Context: an optimization exercise on an open-source flow, tuned for small area, a short achievable clock period and few clock cycles per item. The choices shown serve that exercise and are no tape-out recipe.
Function was checked by simulation only, so behaviour that the tests miss may differ from the original.
Power figures rest on the tool's default switching activity, not on a simulated workload.

### design/flow/config.mk
export PLATFORM = sky130hd
export DESIGN_NAME = quadrature_position_counter_unit
export DESIGN_NICKNAME = quadrature_position_counter_unit
export VERILOG_FILES = /design/flow/design.v
export SDC_FILE = /design/flow/constraint.sdc
export NUM_CORES = 4
export LEC_CHECK = 0
export CAP_MARGIN = 20
export CORE_MARGIN = 2
export CORE_UTILIZATION = 40
export SETUP_SLACK_MARGIN = 5
export SLEW_MARGIN = 20
### design/flow/constraint.sdc
create_clock -name core_clock -period 9.0 [get_ports {clock}]
set_input_delay 1.8000 -clock core_clock [delete_from_list [all_inputs] [get_ports {clock}]]
set_output_delay 1.8000 -clock core_clock [all_outputs]
set_load 0.01 [all_outputs]
### design/flow/design.v
`default_nettype none
package qpc_pkg;
   localparam int COUNT_W    = 32;              
   localparam int DET_W      = 21;              
   localparam int STEP_W     = 7;               
   localparam int OFS_W      = 8;               
   localparam int REQ_TYPE_W = 2;
   localparam int MUL_W      = DET_W + STEP_W + 1;
   localparam int QUO_W      = COUNT_W + 1;     
   localparam int CSR_AW     = 5;
   localparam int CSR_DW     = 32;
   localparam int REG_IDX_W  = CSR_AW - 2;
   localparam logic [REQ_TYPE_W-1:0] REQ_PIN = 2'd0;
   localparam logic [REQ_TYPE_W-1:0] REQ_SET = 2'd1;
   localparam logic [REQ_TYPE_W-1:0] REQ_CLR = 2'd2;
   localparam logic [REG_IDX_W-1:0] REG_MIN_DET  = 3'd0;
   localparam logic [REG_IDX_W-1:0] REG_MAX_DET  = 3'd1;
   localparam logic [REG_IDX_W-1:0] REG_WRAP_EN  = 3'd2;
   localparam logic [REG_IDX_W-1:0] REG_STEPS    = 3'd3;
   localparam logic [REG_IDX_W-1:0] REG_OFFSET   = 3'd4;
   localparam logic [REG_IDX_W-1:0] REG_COUNT_EN = 3'd5;
   typedef struct packed {
      logic                       start;
      logic signed [COUNT_W-1:0]  dividend;
      logic [STEP_W-1:0]          divisor;
   } div_cmd_type;
   typedef struct packed {
      logic                       busy;
      logic                       done;
      logic signed [QUO_W-1:0]    quotient;
   } div_res_type;
endpackage
`default_nettype wire
`default_nettype none
module quadrature_position_counter_unit (
   input  wire logic        clock,
   input  wire logic        reset,
   input  wire logic        req_valid,
   output logic             req_ready,
   input  wire logic [1:0]  req_type,
   input  wire logic        req_pin_a,
   input  wire logic        req_pin_b,
   input  wire logic [20:0] req_new_value,
   output logic             rsp_valid,
   input  wire logic        rsp_ready,
   output logic [20:0]      rsp_position,
   output logic [31:0]      rsp_raw_count,
   input  wire logic        csr_psel,
   input  wire logic        csr_penable,
   input  wire logic        csr_pwrite,
   input  wire logic [4:0]  csr_paddr,
   input  wire logic [31:0] csr_pwdata,
   output logic [31:0]      csr_prdata,
   output logic             csr_pready
);
   logic signed [20:0] min_ff, max_ff;
   logic               wrap_ff;
   logic [6:0]         steps_ff;
   logic signed [7:0]  ofs_ff;
   logic               en_ff;
   logic [31:0]        prdata_ff;
   logic [2:0] csr_idx;
   logic       csr_wr;
   assign csr_idx    = csr_paddr[4:2];
   assign csr_wr     = csr_psel & csr_penable & csr_pwrite;
   assign csr_pready = 1'b1;
   always_ff @(posedge clock) begin
      if (reset) begin
         min_ff   <= 21'h100000;
         max_ff   <= 21'h0FFFFF;
         wrap_ff  <= 1'b0;
         steps_ff <= 7'd1;
         ofs_ff   <= 8'd0;
         en_ff    <= 1'b1;
      end else if (csr_wr) begin
         case (csr_idx)
            3'd0: min_ff   <= csr_pwdata[20:0];
            3'd1: max_ff   <= csr_pwdata[20:0];
            3'd2: wrap_ff  <= csr_pwdata[0];
            3'd3: steps_ff <= csr_pwdata[6:0];
            3'd4: ofs_ff   <= csr_pwdata[7:0];
            3'd5: en_ff    <= csr_pwdata[0];
            default: ;
         endcase
      end
   end
   always_ff @(posedge clock) begin
      case (csr_idx)
         3'd0:    prdata_ff <= {{11{min_ff[20]}}, min_ff};
         3'd1:    prdata_ff <= {{11{max_ff[20]}}, max_ff};
         3'd2:    prdata_ff <= {31'd0, wrap_ff};
         3'd3:    prdata_ff <= {25'd0, steps_ff};
         3'd4:    prdata_ff <= {{24{ofs_ff[7]}}, ofs_ff};
         3'd5:    prdata_ff <= {31'd0, en_ff};
         default: prdata_ff <= 32'd0;
      endcase
   end
   assign csr_prdata = prdata_ff;
   logic       wr_min, wr_max, wr_steps, wr_ofs;
   assign wr_min   = csr_wr && (csr_idx == 3'd0);
   assign wr_max   = csr_wr && (csr_idx == 3'd1);
   assign wr_steps = csr_wr && (csr_idx == 3'd3);
   assign wr_ofs   = csr_wr && (csr_idx == 3'd4);
   logic [6:0] s, sm1;
   logic       s_is1;
   assign s     = {steps_ff[6:1], steps_ff[0] | (steps_ff[6:1] == 6'd0)};
   assign sm1   = s - 7'd1;
   assign s_is1 = (steps_ff[6:1] == 6'd0);
   logic signed [21:0] min_x, max_x;
   assign min_x = {min_ff[20], min_ff};
   assign max_x = {max_ff[20], max_ff};
   logic signed [31:0] minr_ff, maxr_ff, dr_ff;
   logic signed [22:0] w_ff;
   logic               mgt_ff;      
   logic [2:0]         mstep_ff;
   logic               mbusy;
   assign mbusy = (mstep_ff != 3'd0);
   logic [6:0] oq_ff;         
   logic       osg_ff;        
   logic [6:0] or_ff;         
   logic [2:0] ocnt_ff;
   logic       obusy_ff;
   logic [7:0] osrc;
   assign osrc = wr_ofs ? csr_pwdata[7:0] : ofs_ff;
   logic [7:0] otrial, odiff;
   logic       oge;
   logic [6:0] orem;
   assign otrial = {or_ff, oq_ff[6]};
   assign odiff  = otrial - {1'b0, s};
   assign oge    = ~odiff[7];
   assign orem   = oge ? odiff[6:0] : otrial[6:0];
   always_ff @(posedge clock) begin
      if (reset || wr_ofs || wr_steps) begin
         oq_ff    <= reset ? 7'd0 : (osrc[6:0] ^ {7{osrc[7]}});
         osg_ff   <= reset ? 1'b0 : osrc[7];
         or_ff    <= 7'd0;
         ocnt_ff  <= 3'd0;
         obusy_ff <= 1'b1;
      end else if (obusy_ff) begin
         ocnt_ff <= ocnt_ff + 3'd1;
         if (ocnt_ff == 3'd6) begin
            obusy_ff <= 1'b0;
            oq_ff    <= {oq_ff[5:0], oge} ^ {7{osg_ff}};
            or_ff    <= osg_ff ? (sm1 - orem) : orem;
         end else begin
            oq_ff <= {oq_ff[5:0], oge};
            or_ff <= orem;
         end
      end
   end
   logic signed [7:0] qo;
   logic [6:0]        ro;
   assign qo = {osg_ff, oq_ff};
   assign ro = or_ff;
   logic        h_v, k_v, h_redo;
   logic [1:0]  h_kind, k_kind, in_kind;
   logic        h_du, h_dd, k_du, k_dd, in_du, in_dd;
   logic [22:0] h_nv;
   logic [20:0] k_nv;
   logic        rdy_ff;
   logic        pop, push;
   logic [3:0]  hist_ff, hist_n;
   assign req_ready = rdy_ff;
   assign push      = req_valid & rdy_ff;
   assign hist_n    = {hist_ff[1:0], req_pin_b, req_pin_a};
   always_comb begin
      in_kind = req_type;
      if (req_type == 2'd0 && !en_ff) in_kind = 2'd3;
      in_du = 1'b0;
      in_dd = 1'b0;
      if (req_type == 2'd0 && en_ff) begin
         case (hist_n)
            4'd1, 4'd7, 4'd8, 4'd14:  in_dd = 1'b1;
            4'd2, 4'd4, 4'd11, 4'd13: in_du = 1'b1;
            default: ;
         endcase
      end
   end
   logic [31:0] t_ff;           
   logic [31:0] qf_ff;          
   logic [6:0]  rf_ff;          
   logic        qvalid_ff;      
   logic        pclr_ff;        
   logic [1:0]  csel_ff;        
   logic        wpend_ff;       
   logic        wsub_ff;        
   logic        b_v;            
   logic        rsp_v_ff;
   logic [31:0] rsp_raw_ff;
   logic [20:0] rsp_pos_ff;
   logic [31:0] clrv, bt;
   always_comb begin
      case (csel_ff)
         2'd1:    clrv = minr_ff;
         2'd2:    clrv = maxr_ff;
         default: clrv = {{24{ofs_ff[7]}}, ofs_ff};
      endcase
   end
   assign bt = pclr_ff ? clrv : t_ff;
   logic [32:0] dmax, dmin;
   logic        dmax_neg, dmax_z, dmax_1, dmin_neg, dmin_z, dmin_m1;
   logic        qneg, qzero;
   assign dmax     = {qf_ff[31], qf_ff} - {{11{max_x[21]}}, max_x};
   assign dmin     = {qf_ff[31], qf_ff} - {{11{min_x[21]}}, min_x};
   assign dmax_neg = dmax[32];
   assign dmax_z   = (dmax == 33'd0);
   assign dmax_1   = (dmax == 33'd1);
   assign dmin_neg = dmin[32];
   assign dmin_z   = (dmin == 33'd0);
   assign dmin_m1  = (dmin == {33{1'b1}});
   assign qneg     = qf_ff[31];
   assign qzero    = (qf_ff == 32'd0);
   logic rz, r1, cu;
   assign rz = (rf_ff == 7'd0);
   assign r1 = (rf_ff == 7'd1);
   assign cu = (rf_ff == sm1);
   logic        pc, p_over, p_under;
   logic [20:0] p_pos;
   assign pc      = qneg & ~rz;
   assign p_over  = ~dmax_neg & (pc | ~dmax_z);
   assign p_under = dmin_neg & ~(pc & dmin_m1);
   always_comb begin
      if (p_over)       p_pos = max_ff;
      else if (p_under) p_pos = min_ff;
      else              p_pos = qf_ff[20:0] + {20'd0, pc};
   end
   logic is_chk, is_set, is_clr, is_load, du, dd;
   assign is_chk  = (h_kind == 2'd0);
   assign is_set  = (h_kind == 2'd1);
   assign is_clr  = (h_kind == 2'd2);
   assign is_load = is_set | is_clr;
   assign du      = h_du & ~h_redo;
   assign dd      = h_dd & ~h_redo;
   logic [31:0] xadd, yadd, xt, yq;
   logic [32:0] xsum;
   logic        xovf, wovf;
   logic [6:0]  rfn;
   logic        fu, fd;        
   assign fu   = du & cu;
   assign fd   = dd & rz;
   assign xadd = wpend_ff ? (dr_ff ^ {32{wsub_ff}}) : {{31{dd}}, du | dd};
   assign yadd = wpend_ff ? ({{9{w_ff[22]}}, w_ff} ^ {32{wsub_ff}}) : {{31{fd}}, fu | fd};
   assign xsum = {bt[31], bt} + {xadd[31], xadd} + {32'd0, wpend_ff & wsub_ff};
   assign xt   = xsum[31:0];
   assign wovf = xsum[32] ^ xsum[31];
   assign yq   = qf_ff + yadd + {31'd0, wpend_ff & wsub_ff};
   assign xovf = (du & (bt == 32'h7FFFFFFF)) | (dd & (bt == 32'h80000000));
   always_comb begin
      rfn = rf_ff;
      if (du)      rfn = cu ? 7'd0 : rf_ff + 7'd1;
      else if (dd) rfn = rz ? sm1 : rf_ff - 7'd1;
   end
   logic kp, km;
   always_comb begin
      kp = 1'b0;
      km = 1'b0;
      if (du) begin
         kp = cu | qneg;
      end else if (dd) begin
         if (rz) km = ~((qneg | qzero) & ~s_is1);
         else    kp = qneg & ~r1;
      end else begin
         kp = qneg & ~rz;
      end
   end
   logic over, under;
   assign over  = ~dmax_neg & (kp | (~dmax_z & (~km | ~dmax_1)));
   assign under = km ? (dmin_neg | dmin_z) : (dmin_neg & ~(kp & dmin_m1));
   logic signed [29:0] prod;
   logic signed [31:0] mul_p;
   assign prod  = $signed(h_nv) * $signed({1'b0, s});
   assign mul_p = {{2{prod[29]}}, prod} + (mbusy ? 32'd0 : {{24{ofs_ff[7]}}, ofs_ff});
   logic [20:0] nvx;
   logic [21:0] qv;
   logic [22:0] lmax, lmin;
   logic        l_over, l_under;
   logic [1:0]  lsel;      
   assign nvx     = is_set ? h_nv[20:0] : 21'd0;
   assign qv      = {nvx[20], nvx} + {{14{qo[7]}}, qo};
   assign lmax    = {qv[21], qv} - {max_x[21], max_x};
   assign lmin    = {qv[21], qv} - {min_x[21], min_x};
   assign l_over  = ~lmax[22] & ((lmax != 23'd0) | (ro != 7'd0));
   assign l_under = lmin[22];
   always_comb begin
      if (l_over)       lsel = (wrap_ff | mgt_ff) ? 2'd1 : 2'd2;
      else if (l_under) lsel = wrap_ff ? 2'd2 : 2'd1;
      else              lsel = 2'd0;
   end
   logic        rbusy_ff, rsg_ff;
   logic [4:0]  rcnt_ff;
   logic [7:0]  rtrial, rdiff;
   logic        rge;
   logic [6:0]  rrem;
   assign rtrial = {rf_ff, qf_ff[31]};
   assign rdiff  = rtrial - {1'b0, s};
   assign rge    = ~rdiff[7];
   assign rrem   = rge ? rdiff[6:0] : rtrial[6:0];
   logic b_load, a_ok, go, redo, wgo, mstart;
   assign b_load = b_v & qvalid_ff & (~rsp_v_ff | rsp_ready);
   assign a_ok   = ~b_v | b_load;
   assign wgo    = wpend_ff & a_ok;
   assign go     = h_v & ~wpend_ff & ~mbusy & ~obusy_ff & a_ok & (qvalid_ff | is_load);
   assign redo   = go & xovf;
   assign pop    = go & ~xovf;
   assign mstart = reset | wr_min | wr_max | wr_steps;
   always_ff @(posedge clock) begin
      if (mstart) begin
         mstep_ff <= 3'd1;
      end else if (mstep_ff == 3'd4) begin
         mstep_ff <= 3'd0;
      end else if (mbusy) begin
         mstep_ff <= mstep_ff + 3'd1;
      end
      if (mstep_ff == 3'd1) begin
         w_ff   <= {max_x[21], max_x} - {min_x[21], min_x} + 23'sd1;
         mgt_ff <= (min_ff > max_ff);
      end
      case (mstep_ff)
         3'd2: minr_ff <= mul_p;
         3'd3: maxr_ff <= mul_p;
         3'd4: dr_ff   <= mul_p;
         default: ;
      endcase
   end
   always_ff @(posedge clock) begin
      if (reset) begin
         h_v     <= 1'b0;
         k_v     <= 1'b0;
         h_redo  <= 1'b0;
         rdy_ff  <= 1'b0;
         hist_ff <= 4'd0;
      end else begin
         if (push && req_type == 2'd0 && en_ff) hist_ff <= hist_n;
         if (pop) begin
            h_redo <= 1'b0;
            if (k_v) begin
               h_v <= 1'b1;
               k_v <= push;
            end else begin
               h_v <= push;
               k_v <= 1'b0;
            end
         end else begin
            if (redo) h_redo <= 1'b1;
            if (!h_v) begin
               h_v <= push;
            end else if (push) begin
               k_v <= 1'b1;
            end
         end
         rdy_ff <= ~((h_v & ~pop & (k_v | push)) | (pop & k_v & push)) &
                   ~mstart & ~(mbusy & (mstep_ff != 3'd4));
      end
      if (pop && k_v) begin
         h_kind <= k_kind;
         h_du   <= k_du;
         h_dd   <= k_dd;
         h_nv   <= {{2{k_nv[20]}}, k_nv};
      end else if ((pop || !h_v) && push) begin
         h_kind <= in_kind;
         h_du   <= in_du;
         h_dd   <= in_dd;
         h_nv   <= {{2{req_new_value[20]}}, req_new_value};
      end else begin
         case (mstep_ff)
            3'd1: h_nv <= {min_x[21], min_x};
            3'd2: h_nv <= {max_x[21], max_x};
            3'd3: h_nv <= w_ff;
            default: ;
         endcase
      end
      if (push && h_v && !(pop && !k_v)) begin
         k_kind <= in_kind;
         k_du   <= in_du;
         k_dd   <= in_dd;
         k_nv   <= req_new_value;
      end
   end
   always_ff @(posedge clock) begin
      if (reset) begin
         t_ff      <= 32'd0;
         qf_ff     <= 32'd0;
         rf_ff     <= 7'd0;
         qvalid_ff <= 1'b1;
         pclr_ff   <= 1'b0;
         wpend_ff  <= 1'b0;
         rbusy_ff  <= 1'b0;
         b_v       <= 1'b0;
      end else begin
         if (b_load) b_v <= 1'b0;
         if (csr_wr) begin
            if (pclr_ff) begin
               t_ff    <= clrv;
               pclr_ff <= 1'b0;
            end
            if (wr_steps) begin
               qvalid_ff <= 1'b0;
               rbusy_ff  <= 1'b0;
            end
         end else if (wgo) begin
            t_ff      <= xt;
            qf_ff     <= yq;
            qvalid_ff <= ~wovf;
            wpend_ff  <= 1'b0;
            b_v       <= 1'b1;
         end else if (go) begin
            rbusy_ff <= 1'b0;
            if (is_load) begin
               qvalid_ff <= 1'b1;
               case (lsel)
                  2'd1: begin qf_ff <= {{10{min_x[21]}}, min_x}; rf_ff <= 7'd0; end
                  2'd2: begin qf_ff <= {{10{max_x[21]}}, max_x}; rf_ff <= 7'd0; end
                  default: begin qf_ff <= {{10{qv[21]}}, qv}; rf_ff <= ro; end
               endcase
               if (is_set) begin
                  pclr_ff <= 1'b0;
                  case (lsel)
                     2'd1:    t_ff <= minr_ff;
                     2'd2:    t_ff <= maxr_ff;
                     default: t_ff <= mul_p;
                  endcase
               end else begin
                  t_ff    <= bt;
                  pclr_ff <= 1'b1;
                  csel_ff <= lsel;
               end
               b_v <= 1'b1;
            end else begin
               pclr_ff <= 1'b0;
               if (xovf) begin
                  t_ff      <= xt;
                  qvalid_ff <= 1'b0;
               end else if (is_chk && over && !wrap_ff) begin
                  t_ff  <= maxr_ff;
                  qf_ff <= {{10{max_x[21]}}, max_x};
                  rf_ff <= 7'd0;
                  b_v   <= 1'b1;
               end else if (is_chk && !over && under && !wrap_ff) begin
                  t_ff  <= minr_ff;
                  qf_ff <= {{10{min_x[21]}}, min_x};
                  rf_ff <= 7'd0;
                  b_v   <= 1'b1;
               end else begin
                  t_ff  <= xt;
                  qf_ff <= yq;
                  rf_ff <= rfn;
                  if (is_chk && (over || under)) begin
                     wpend_ff <= 1'b1;
                     wsub_ff  <= over;
                  end else begin
                     b_v <= 1'b1;
                  end
               end
            end
         end else if (!qvalid_ff) begin
            if (!rbusy_ff) begin
               rbusy_ff <= 1'b1;
               rsg_ff   <= t_ff[31];
               qf_ff    <= t_ff ^ {32{t_ff[31]}};
               rf_ff    <= 7'd0;
               rcnt_ff  <= 5'd0;
            end else begin
               rcnt_ff <= rcnt_ff + 5'd1;
               if (rcnt_ff == 5'd31) begin
                  qf_ff     <= {qf_ff[30:0], rge} ^ {32{rsg_ff}};
                  rf_ff     <= rsg_ff ? (sm1 - rrem) : rrem;
                  rbusy_ff  <= 1'b0;
                  qvalid_ff <= 1'b1;
               end else begin
                  qf_ff <= {qf_ff[30:0], rge};
                  rf_ff <= rrem;
               end
            end
         end
      end
   end
   always_ff @(posedge clock) begin
      if (reset) begin
         rsp_v_ff <= 1'b0;
      end else begin
         if (b_load)         rsp_v_ff <= 1'b1;
         else if (rsp_ready) rsp_v_ff <= 1'b0;
      end
      if (b_load) begin
         rsp_raw_ff <= t_ff;
         rsp_pos_ff <= p_pos;
      end
   end
   assign rsp_valid     = rsp_v_ff;
   assign rsp_position  = rsp_pos_ff;
   assign rsp_raw_count = rsp_raw_ff;
endmodule
`default_nettype wire
### design/flow/run.sh
#!/bin/bash
# synth_recipe.tcl (not shown) runs the flow's synth.tcl, then flattens the netlist and writes it again
# the make line also repeats each setting of config.mk as NAME=value (left out here)
make -C /OpenROAD-flow-scripts/flow DESIGN_CONFIG=/design/flow/config.mk WORK_HOME=/design/flow/orfs CLKGATE_MAP_FILE= SYNTH_SCRIPT=/design/flow/synth_recipe.tcl finish
==> impl_metrics.ini <==
[synth]
async_reset_ff_share_pct = 0
synth_area_per_cell_sq_um = 8.25
synth-xor-area-share_pct = 7.04
syn_nets = 5920
yosys.area_share.simple_pct = 17.6
yosysTopAreaCellShare_pct = 16.5
synth_edf_count = 242
synth_top_family_by_area = compound AO/OA/AOI/OAI gates
synth_compound_area_share_pct = 25.3
ys_ff_latch = 419
yosys-top-cells-area = edfxtp_1 17%, ha_1 11%, dfxtp_1 8.1%
yosysWarnings = 1
synth_mux_area_share_pct = 2.44
yosysTopAreaCell = edfxtp_1
syn-cell-area_sq_um = 43900
synth_cells = 5328
synth.distinct_cells = 99
yosys.area_share.adder_pct = 17.2
ys_seq_area_share_pct = 24.6
synthFlopType = edfxtp_1

[routing]
wire_per_inst_microns = 27.5
initialDrtViolationCount = 5672
drt_pass1_iterations = 6
drcViolationCount = 0
vias = 45700
ant_nets = 0
routed_wl_microns = 197000
vias_per_cell = 6.37

[worst_setup_path]
critPathMaxFanout = 7
cp.arrival_ns = 8.09
crit_top_cell = ha_4
max_stage_delay_ns = 0.54
reg2reg_from = h_kind[0]
critPathLaunch = h_kind[0]
path_delay_family = compound AO/OA/AOI/OAI gates
cp.depth = 31
cp-end-kind = flop
reg2reg_depth = 31
crit_buf_inv = 3
r2r-end = qf_ff[0]
r2r_setup_slack_ns = 1.42
critical_path.startpoint_type = flop
worstPathRequired_ns = 9.51
critPathKind = reg2reg
critPathSlowestCell = or4_4

[die]
die-area_sq_um = 112000
die_w_microns = 335
rows = 121
top_level_ports = 157
core-area_sq_um = 109000
start_util_pct = 40.4
die_y_microns = 335

[pwr]
p_int_w = 0.00689
comb_power_share_pct = 55.8
p_clk_share_pct = 20.1
ir_worst_vdd_v = 0.000181
p_seq_share_pct = 24.1
p_leak_nw = 23.7
swShare_pct = 42.3
power_switching_w = 0.00505
power.total_w = 0.0119
powerDensity_nw_per_um2 = 208

[sta]
fmax_ghz = 0.132
worstMarginPinSlew_ns = 1.30
grt_setup_unrepaired = true
maxSlewHeadroom_pct = 13.2
fin_skew_ns = 0.0254
period_minus_slack_ns = 7.58
tns_ns = 0
finalCritPeriodShare_pct = 84.2
report.final.slew_viol_count = 0
setup_viol = 0
hold_viol = 0

[global_routing]
grt_overflow = 0
grt_pass1_wl_microns = 279000
antenna_found_initial = 8
grt_pass1_vias = 42100
grt_max_degree = 61
track_usage_pct = 33.2

[clocking]
cts_buffer_depth = 3
clk_latency_ns = 0.68
root_buffer = clkbuf_16
htreeDepth = 2
clock_sinks = 419
cts_tree = built
cts-buffers-inserted = 52
path_clk_slew_ns = 0.06

[layout]
drive_gt1_share_pct = 23.5
multi_input_area_sq_um = 35000
seq_area_sq_um = 10900
n_fill_cell = 9812
syn_to_final_growth_pct = 30.6
fin_nets = 6309

[worst_hold_path]
hp-start = hist_ff[1]
hold_depth = 2
hold_path_class = reg2reg
hold_end = hist_ff[1]

[placement]
dp_hpwl_microns = 134000
place.gp.congestion = 1.00
port_buffers = 142

[flow_run]
drv_cap = 0

[status]
status = no timing/DRC/antenna violations
==> tightest hold or removal path, delay by kind of cell, from the launching register on <==
family / cells / cell delay, ns
AO/OA/AOI/OAI: 2 / 0.13
flip-flops: 1 / 0.31
==> synthesized netlist by cell type, drive strengths merged (63+ instances only) <==
| master | number |
|---|---|
| a21o | 117 |
| a21oi | 490 |
| a221oi | 64 |
| and2 | 196 |
| buf | 73 |
| clkbuf | 230 |
| dfxtp | 177 |
| edfxtp | 242 |
| fa | 133 |
| ha | 390 |
| inv | 353 |
| mux2i | 63 |
| nand2 | 387 |
| nand3 | 118 |
| nor2 | 442 |
| nor3 | 107 |
| o21a | 68 |
| o21ai | 320 |
| xnor2 | 244 |
| xor2 | 109 |
==> worst max path at each step <==
| stage | slack [ns] | end |
|---|---|---|
| 4_1_cts | 1.55 | t_ff[29] |
| 2_1_floorplan | 1.60 | qf_ff[0] |
| 3_5_place_dp | 0.46 | t_ff[15] |
| 3_3_place_gp | 0.53 | t_ff[15] |
| 5_1_grt | 1.11 | t_ff[26] |
| 6_report | 1.42 | qf_ff[0] |
==> repair_timing <==
action | 4_1_cts | 5_1_grt
hold buffers | 0 | 0
setup buffers | 226 | 128
endpoints found under the setup margin | 300 | 299
cloned | 22 | 9
resized for setup | 569 | 371
pin swaps | 195 | 217
==> routing by layer <==
layer	up-vias	part of all wire [%]	GRT usage, %
met5	-	0.026	0
met4	6	5.7	16.5
met3	596	13	11.1
met2	2858	41	47.2
met1	22000	40	44.7
li1	20200	-	-
==> registers in the layout, indices dropped and copies added, names as in the netlist, 8 cells and up <==
register and flops:
dr_ff 32, maxr_ff 32, minr_ff 32, qf_ff 32, rsp_raw_ff 32, t_ff 32, h_nv 23, w_ff 23
k_nv 21, max_ff 21, min_ff 21, prdata_ff 21, rsp_pos_ff 21, ofs_ff 8
==> power by group through the flow <==
stage,clock network (W),logic [W],registers [W]
final,0.00240,0.00666,0.00288
after global routing,0.00248,0.00702,0.00288
after CTS,0.00240,0.00569,0.00285
after detailed placement,0,0.00431,0.00290
after global placement,0,0.00424,0.00290
after floorplan,0,0.00321,0.00263
==> area by class of cell <==
type | instances | area share, %
inverter | 355 | 2.58
tap | 1414 | 3.08
antenna | 3 | 0.0131
timing repair buffer | 625 | 10.9
timing repair inverter | 1 | 0.0196
clock inverter | 35 | 0.839
sequential | 419 | 19.1
clock buffer | 62 | 2.46
multi-input combinational | 4263 | 61.0
==> placed cells by master, fill, tap and decap left out, drive strengths merged, types with 107 or more instances in the layout <==
cell / Yosys / final
xnor2: 244 / 244
dfxtp: 177 / 177
nand3: 118 / 118
nor3: 107 / 107
a21o: 117 / 117
inv: 353 / 333
o21ai: 320 / 320
nand2: 387 / 391
nor2: 442 / 442
and2: 196 / 196
ha: 390 / 390
fa: 133 / 133
xor2: 109 / 109
a21oi: 490 / 490
buf: 73 / 476
clkdlybuf4s50: 0 / 140
edfxtp: 242 / 242
==> metrics by stage <==
stage,util (%),setup slack (ns),hold slack (ns),instances,area (sq um)
floorplan,-,1.60,0.424,5328,45400
global placement,44.0,0.527,0.474,6692,47900
detailed placement,44.0,0.461,0.483,6692,47900
CTS,50.1,1.55,0.491,7037,54500
global route,52.7,1.11,0.535,7175,57400
finish,52.7,1.42,0.490,7177,57400
==> kinds of logic after synthesis <==
kind of cell,Yosys count
AO/OA/AOI/OAI,1686
XOR/XNOR,353
adder cells (fa/ha/maj),523
buffers and inverters,658
flip-flops,419
multiplexers,102
other,1
AND/OR/NAND/NOR,1586
Testbench counts, summed over its fixed seeds: cycles 9,878, items 9,600.

==> re-timing with driven ports <==
Ports are ideal in the flow. The routed layout listed here was re-timed in OpenROAD. Step 1: set_driving_cell puts a clkbuf_16 on clock and a buf_2 on each other input, an assumption about the parent block. Step 2 times the ports against the registers' clock, not the clock port: input delays grow and output delays shrink by t, the midpoint of the rising clock arrivals with the driver on. Slacks: ideal ports / drivers / drivers and shift; pairs: ideal ports / drivers.
t, ns: 0.741
setup slack, ns: 1.423 / 1.423 / 1.423
latest minus earliest clock arrival (ns): 0.029 / 0.030
pins driven straight from the clock port: 1
After both steps this run still meets setup and hold. For this run, drivers alone change the setup slack by 0.000 ns; drivers and shift together by 0.000 ns.
